Background: an optimization exercise with open tools, aiming at small area and a short achievable clock period. Do not read the settings as production practice.

== south ==
==> module spm_top, before the edit <==
module spm_top #(
    parameter int SAMPLE_WIDTH = spm_pkg::SAMPLE_WIDTH_DEFAULT,
    parameter int FIFO_DEPTH   = spm_pkg::FIFO_DEPTH_DEFAULT
) (
    input  logic                               clk,
    input  logic                               reset,
    input  logic                               enable,
    input  logic                               start,
    input  logic [spm_pkg::INTERVAL_WIDTH-1:0] interval,
    input  logic signed [SAMPLE_WIDTH-1:0]     data_in,
    input  logic                               data_in_valid,
    output logic                               data_in_ready,
    output logic signed [SAMPLE_WIDTH-1:0]     min_out,
    output logic signed [SAMPLE_WIDTH-1:0]     max_out,
    output logic                               min_out_valid,
    output logic                               max_out_valid,
    input  logic                               min_out_ready,
    input  logic                               max_out_ready,
    output logic [spm_pkg::TIMER_WIDTH-1:0]    timer,
    output logic                               busy,
    output logic                               done
);
    localparam int AW = $clog2(FIFO_DEPTH);
    localparam int IW = spm_pkg::INTERVAL_WIDTH;
    localparam int TW = spm_pkg::TIMER_WIDTH;
    localparam logic [SAMPLE_WIDTH-1:0] END_MARKER = {1'b1, {(SAMPLE_WIDTH-1){1'b0}}};
    function automatic logic [31:0] inc32(input logic [31:0] x);
        for (int i = 0; i < 32; i++) inc32[i] = x[i] ^ ((x & ((32'd1 << i) - 32'd1)) == ((32'd1 << i) - 32'd1));
    endfunction
    function automatic logic [31:0] dec32(input logic [31:0] x);
        for (int i = 0; i < 32; i++) dec32[i] = x[i] ^ ((x & ((32'd1 << i) - 32'd1)) == 32'd0);
    endfunction
    localparam int SLOTS = FIFO_DEPTH - 1;
    logic signed [SAMPLE_WIDTH-1:0] mn [SLOTS];
    logic signed [SAMPLE_WIDTH-1:0] mx [SLOTS];
    localparam int JW = FIFO_DEPTH / 2;
    localparam int CW = FIFO_DEPTH / 2 + 1;
    logic [CW-1:0] cnt_mn, cnt_mx;
    logic [JW-1:0] occ_mn, occ_mx;
    function automatic logic jstate(input logic [31:0] j, input int w, input int k);
        if (k == 0)      jstate = !j[w-1] && !j[0];
        else if (k < w)  jstate = j[k-1] && !j[k];
        else if (k == w) jstate = j[w-1] && j[0];
        else             jstate = !j[k-w-1] && j[k-w];
    endfunction
    logic [IW-1:0] iq;       
    logic          n1;       
    logic [IW-1:0] rem;      
    logic [IW-1:0] base;     
    logic          have;     
    logic          last;     
    logic ready_int, accept, marker, smp, shift, push, pop_mn, pop_mx;
    logic wr0_mn, wr0_mx, start_run, head_mn, head_mx;
    logic signed [SAMPLE_WIDTH-1:0] push_mn, push_mx, rd_mn, rd_mx;
    logic lt_mn, gt_mx;
    spm_lt #(.W(SAMPLE_WIDTH)) i_lt_mn (.a(data_in), .b(mn[0]),   .lt(lt_mn));
    spm_lt #(.W(SAMPLE_WIDTH)) i_gt_mx (.a(mx[0]),   .b(data_in), .lt(gt_mx));
    logic ready_next;
    assign ready_next    = (start_run || (busy && !(accept && marker)))
                        && !((jstate(32'(cnt_mn), CW, FIFO_DEPTH) || (jstate(32'(cnt_mn), CW, FIFO_DEPTH - 1) && push)) && !pop_mn)
                        && !((jstate(32'(cnt_mx), CW, FIFO_DEPTH) || (jstate(32'(cnt_mx), CW, FIFO_DEPTH - 1) && push)) && !pop_mx);
    assign data_in_ready = enable && ready_int;
    assign accept        = data_in_valid && data_in_ready;
    assign marker        = (data_in == END_MARKER);
    assign smp           = accept && !marker;
    assign shift         = smp && !have;
    assign push          = accept && (marker ? have : last);
    assign wr0_mn        = smp && (!have || lt_mn);
    assign wr0_mx        = smp && (!have || gt_mx);
    assign start_run     = enable && !busy && start;
    assign base          = have ? rem : iq;
    assign pop_mn        = min_out_valid && min_out_ready;
    assign pop_mx        = max_out_valid && max_out_ready;
    assign head_mn       = push && (!min_out_valid || (jstate(32'(cnt_mn), CW, 1) && pop_mn));
    assign head_mx       = push && (!max_out_valid || (jstate(32'(cnt_mx), CW, 1) && pop_mx));
    assign push_mn       = wr0_mn ? data_in : mn[0];
    assign push_mx       = wr0_mx ? data_in : mx[0];
    always_comb begin
        rd_mn = '0;
        rd_mx = '0;
        for (int i = 0; i < SLOTS; i++) begin
            rd_mn = rd_mn | (mn[i] & {SAMPLE_WIDTH{jstate(32'(occ_mn), JW, (i + 2) % FIFO_DEPTH)}});
            rd_mx = rd_mx | (mx[i] & {SAMPLE_WIDTH{jstate(32'(occ_mx), JW, (i + 2) % FIFO_DEPTH)}});
        end
    end
    always_ff @(posedge clk) begin
        if (shift) begin
            for (int i = 1; i < SLOTS; i++) begin
                mn[i] <= mn[i-1];
                mx[i] <= mx[i-1];
            end
        end
        if (wr0_mn) mn[0] <= data_in;
        if (wr0_mx) mx[0] <= data_in;
        if (head_mn)     min_out <= push_mn;
        else if (pop_mn) min_out <= rd_mn;
        if (head_mx)     max_out <= push_mx;
        else if (pop_mx) max_out <= rd_mx;
    end
    always_ff @(posedge clk) begin
        if (enable && !busy) begin
            iq   <= interval;
            n1   <= (interval == IW'(1));
            last <= (interval == IW'(1));
        end else if (accept) begin
            last <= (smp && !last) ? (base == IW'(2)) : n1;
        end
        if (smp && !last) begin
            rem <= dec32(base);
        end
    end
    always_ff @(posedge clk or posedge reset) begin
        if (reset) begin
            cnt_mn        <= '0;
            cnt_mx        <= '0;
            occ_mn        <= '0;
            occ_mx        <= '0;
            min_out_valid <= 1'b0;
            max_out_valid <= 1'b0;
            have          <= 1'b0;
            ready_int     <= 1'b0;
        end else begin
            ready_int <= ready_next;
            case ({push, pop_mn})
                2'b10:   begin cnt_mn <= {cnt_mn[CW-2:0], !cnt_mn[CW-1]}; min_out_valid <= 1'b1; end
                2'b01:   begin cnt_mn <= {!cnt_mn[0], cnt_mn[CW-1:1]}; min_out_valid <= !jstate(32'(cnt_mn), CW, 1); end
                default: ;
            endcase
            case ({push, pop_mx})
                2'b10:   begin cnt_mx <= {cnt_mx[CW-2:0], !cnt_mx[CW-1]}; max_out_valid <= 1'b1; end
                2'b01:   begin cnt_mx <= {!cnt_mx[0], cnt_mx[CW-1:1]}; max_out_valid <= !jstate(32'(cnt_mx), CW, 1); end
                default: ;
            endcase
            case ({shift, pop_mn})
                2'b10:   occ_mn <= {occ_mn[JW-2:0], !occ_mn[JW-1]};
                2'b01:   occ_mn <= {!occ_mn[0], occ_mn[JW-1:1]};
                default: ;
            endcase
            case ({shift, pop_mx})
                2'b10:   occ_mx <= {occ_mx[JW-2:0], !occ_mx[JW-1]};
                2'b01:   occ_mx <= {!occ_mx[0], occ_mx[JW-1:1]};
                default: ;
            endcase
            if (accept) have <= smp && !last;
        end
    end
    always_ff @(posedge clk or posedge reset) begin
        if (reset) begin
            busy  <= 1'b0;
            done  <= 1'b0;
            timer <= '0;
        end else if (enable) begin
            if (start_run) begin
                busy  <= 1'b1;
                done  <= 1'b0;
                timer <= '0;
            end else if (busy) begin
                timer <= inc32(timer);
                if (accept && marker) begin
                    busy <= 1'b0;
                    done <= 1'b1;
                end
            end
        end
    end
endmodule
export LEC_CHECK = 0
export CAP_MARGIN = 20
export CORE_MARGIN = 2
export CORE_UTILIZATION = 60
export CTS_BUF_LIST = sky130_fd_sc_hd__clkbuf_4 sky130_fd_sc_hd__clkbuf_8
export CTS_CLUSTER_SIZE = 30
export SETUP_SLACK_MARGIN = 2.0
export SLEW_MARGIN = 20
create_clock -name core_clock -period 4.5 [get_ports {clk}]
standard.sh (not shown) runs the stock make flow with config.mk's settings and CLKGATE_MAP_FILE= SYNTH_SCRIPT=/design/flow/synth_recipe.tcl, a recipe that flattens the netlist after the stock synthesis.
==> flow/flow/run.sh <==
#!/bin/bash
# Standard layout, with two changes: the clock tree is built without dummy
# loads, and the port buffers are the smallest plain buffer (timing repair
# sizes them up where a path needs it).
set -euo pipefail
export CTS_ARGS="-sink_clustering_enable -repair_clock_nets -sink_clustering_size 16 -sink_clustering_max_diameter 60 -buf_list {sky130_fd_sc_hd__clkbuf_8 sky130_fd_sc_hd__clkbuf_16} -sink_clustering_buffer sky130_fd_sc_hd__clkbuf_8 -root_buf sky130_fd_sc_hd__clkbuf_16 -dont_use_dummy_load"
export BUFFER_PORTS_ARGS="-buffer_cell sky130_fd_sc_hd__buf_1"
bash standard.sh synth > synth.log 2>&1
bash standard.sh finish > layout.log 2>&1
The inputs of north differ from those of south as listed below.
-- flow/design.v --
<<< south, line 55
    logic signed [SAMPLE_WIDTH-1:0] mx [SLOTS];
    localparam int JW = FIFO_DEPTH / 2;
    localparam int CW = FIFO_DEPTH / 2 + 1;
    logic [CW-1:0] cnt_mn, cnt_mx;
    logic [JW-1:0] occ_mn, occ_mx;
    function automatic logic jstate(input logic [31:0] j, input int w, input int k);
        if (k == 0)      jstate = !j[w-1] && !j[0];
        else if (k < w)  jstate = j[k-1] && !j[k];
        else if (k == w) jstate = j[w-1] && j[0];
        else             jstate = !j[k-w-1] && j[k-w];
    endfunction
    logic [IW-1:0] iq;       
>>> north, line 55
    logic signed [SAMPLE_WIDTH-1:0] mx [SLOTS];
    localparam int JW = FIFO_DEPTH / 2;
    logic [AW:0]   cnt_mn, cnt_mx;
    logic [JW-1:0] occ_mn, occ_mx;
    function automatic logic jstate(input logic [JW-1:0] j, input int k);
        if (k == 0)       jstate = !j[JW-1] && !j[0];
        else if (k < JW)  jstate = j[k-1] && !j[k];
        else if (k == JW) jstate = j[JW-1] && j[0];
        else              jstate = !j[k-JW-1] && j[k-JW];
    endfunction
    logic [IW-1:0] iq;       
<<< south, line 78
    logic ready_next;
    assign ready_next    = (start_run || (busy && !(accept && marker)))
                        && !((jstate(32'(cnt_mn), CW, FIFO_DEPTH) || (jstate(32'(cnt_mn), CW, FIFO_DEPTH - 1) && push)) && !pop_mn)
                        && !((jstate(32'(cnt_mx), CW, FIFO_DEPTH) || (jstate(32'(cnt_mx), CW, FIFO_DEPTH - 1) && push)) && !pop_mx);
    assign data_in_ready = enable && ready_int;
    assign accept        = data_in_valid && data_in_ready;
>>> north, line 77
    logic ready_next;
    assign ready_next    = (start_run || (busy && !(accept && marker)))
                        && !((cnt_mn[AW] || (cnt_mn == (AW+1)'(FIFO_DEPTH - 1) && push)) && !pop_mn)
                        && !((cnt_mx[AW] || (cnt_mx == (AW+1)'(FIFO_DEPTH - 1) && push)) && !pop_mx);
    assign data_in_ready = enable && ready_int;
    assign accept        = data_in_valid && data_in_ready;
<<< south, line 92
    assign pop_mn        = min_out_valid && min_out_ready;
    assign pop_mx        = max_out_valid && max_out_ready;
    assign head_mn       = push && (!min_out_valid || (jstate(32'(cnt_mn), CW, 1) && pop_mn));
    assign head_mx       = push && (!max_out_valid || (jstate(32'(cnt_mx), CW, 1) && pop_mx));
    assign push_mn       = wr0_mn ? data_in : mn[0];
    assign push_mx       = wr0_mx ? data_in : mx[0];
>>> north, line 91
    assign pop_mn        = min_out_valid && min_out_ready;
    assign pop_mx        = max_out_valid && max_out_ready;
    assign head_mn       = push && (cnt_mn == '0 || (cnt_mn == (AW+1)'(1) && pop_mn));
    assign head_mx       = push && (cnt_mx == '0 || (cnt_mx == (AW+1)'(1) && pop_mx));
    assign push_mn       = wr0_mn ? data_in : mn[0];
    assign push_mx       = wr0_mx ? data_in : mx[0];
<<< south, line 100
        rd_mx = '0;
        for (int i = 0; i < SLOTS; i++) begin
            rd_mn = rd_mn | (mn[i] & {SAMPLE_WIDTH{jstate(32'(occ_mn), JW, (i + 2) % FIFO_DEPTH)}});
            rd_mx = rd_mx | (mx[i] & {SAMPLE_WIDTH{jstate(32'(occ_mx), JW, (i + 2) % FIFO_DEPTH)}});
        end
    end
>>> north, line 99
        rd_mx = '0;
        for (int i = 0; i < SLOTS; i++) begin
            rd_mn = rd_mn | (mn[i] & {SAMPLE_WIDTH{jstate(occ_mn, (i + 2) % FIFO_DEPTH)}});
            rd_mx = rd_mx | (mx[i] & {SAMPLE_WIDTH{jstate(occ_mx, (i + 2) % FIFO_DEPTH)}});
        end
    end
<<< south, line 143
            ready_int <= ready_next;
            case ({push, pop_mn})
                2'b10:   begin cnt_mn <= {cnt_mn[CW-2:0], !cnt_mn[CW-1]}; min_out_valid <= 1'b1; end
                2'b01:   begin cnt_mn <= {!cnt_mn[0], cnt_mn[CW-1:1]}; min_out_valid <= !jstate(32'(cnt_mn), CW, 1); end
                default: ;
            endcase
            case ({push, pop_mx})
                2'b10:   begin cnt_mx <= {cnt_mx[CW-2:0], !cnt_mx[CW-1]}; max_out_valid <= 1'b1; end
                2'b01:   begin cnt_mx <= {!cnt_mx[0], cnt_mx[CW-1:1]}; max_out_valid <= !jstate(32'(cnt_mx), CW, 1); end
                default: ;
            endcase
>>> north, line 142
            ready_int <= ready_next;
            case ({push, pop_mn})
                2'b10:   begin cnt_mn <= inc32(32'(cnt_mn)); min_out_valid <= 1'b1; end
                2'b01:   begin cnt_mn <= dec32(32'(cnt_mn)); min_out_valid <= (cnt_mn != (AW+1)'(1)); end
                default: ;
            endcase
            case ({push, pop_mx})
                2'b10:   begin cnt_mx <= inc32(32'(cnt_mx)); max_out_valid <= 1'b1; end
                2'b01:   begin cnt_mx <= dec32(32'(cnt_mx)); max_out_valid <= (cnt_mx != (AW+1)'(1)); end
                default: ;
            endcase
Results
south → north: critical path buffer and inverter count went down 2; met1 track utilization from global routing went up by 0.18 points; highest cell delay on the worst timing path grew by 250 ps. Looking only at multiplexer share of the synthesized area, and setting everything else aside, the lower value of south and north goes to north. Comparing north against south, there is no change at all in count of hold-fix buffers inserted at cts. Compared to south, north has maximum clock rate about 5% higher. Cell area | north vs south | north larger. When north is set beside south, its multi-input gate share of total cell area turns out to be 1.9 points larger.
No run of this note included a check of the RTL's function; only the layout flow was run.

==> port drivers added, routing unchanged <==
Ports are ideal in the flow. The routed layouts listed here were re-timed in OpenROAD.
Step 1, drivers: a clkbuf_16 drives clk and a buf_2 each remaining input, both assumed.
Step 2 moves the port delays by t, midway between the first and last clock arrival at a register: inputs arrive t later, outputs are due t later. That takes back most of the time a late clock gives input paths.
a / b / c = no drivers / after step 1 / after step 2; a / b = the first two.
| run | t (ns) | setup WS [ns] | hold WS [ns] | slew at the worst register clock pin (ns) | worst slew at a driven data input, ns |
|---|---|---|---|---|---|
| south | 0.615 | 1.832 / 1.805 / 1.190 | 0.267 / 0.235 / 0.440 | 0.11 / 0.11 | 0.11 |
| north | 0.623 | 1.965 / 1.965 / 1.400 | 0.399 / 0.399 / 0.399 | 0.11 / 0.11 | 0.09 |
After both steps every run listed still meets setup and hold. The setup slack of south, which loses most, moves by -0.027 ns with the drivers and by -0.642 ns with both steps.
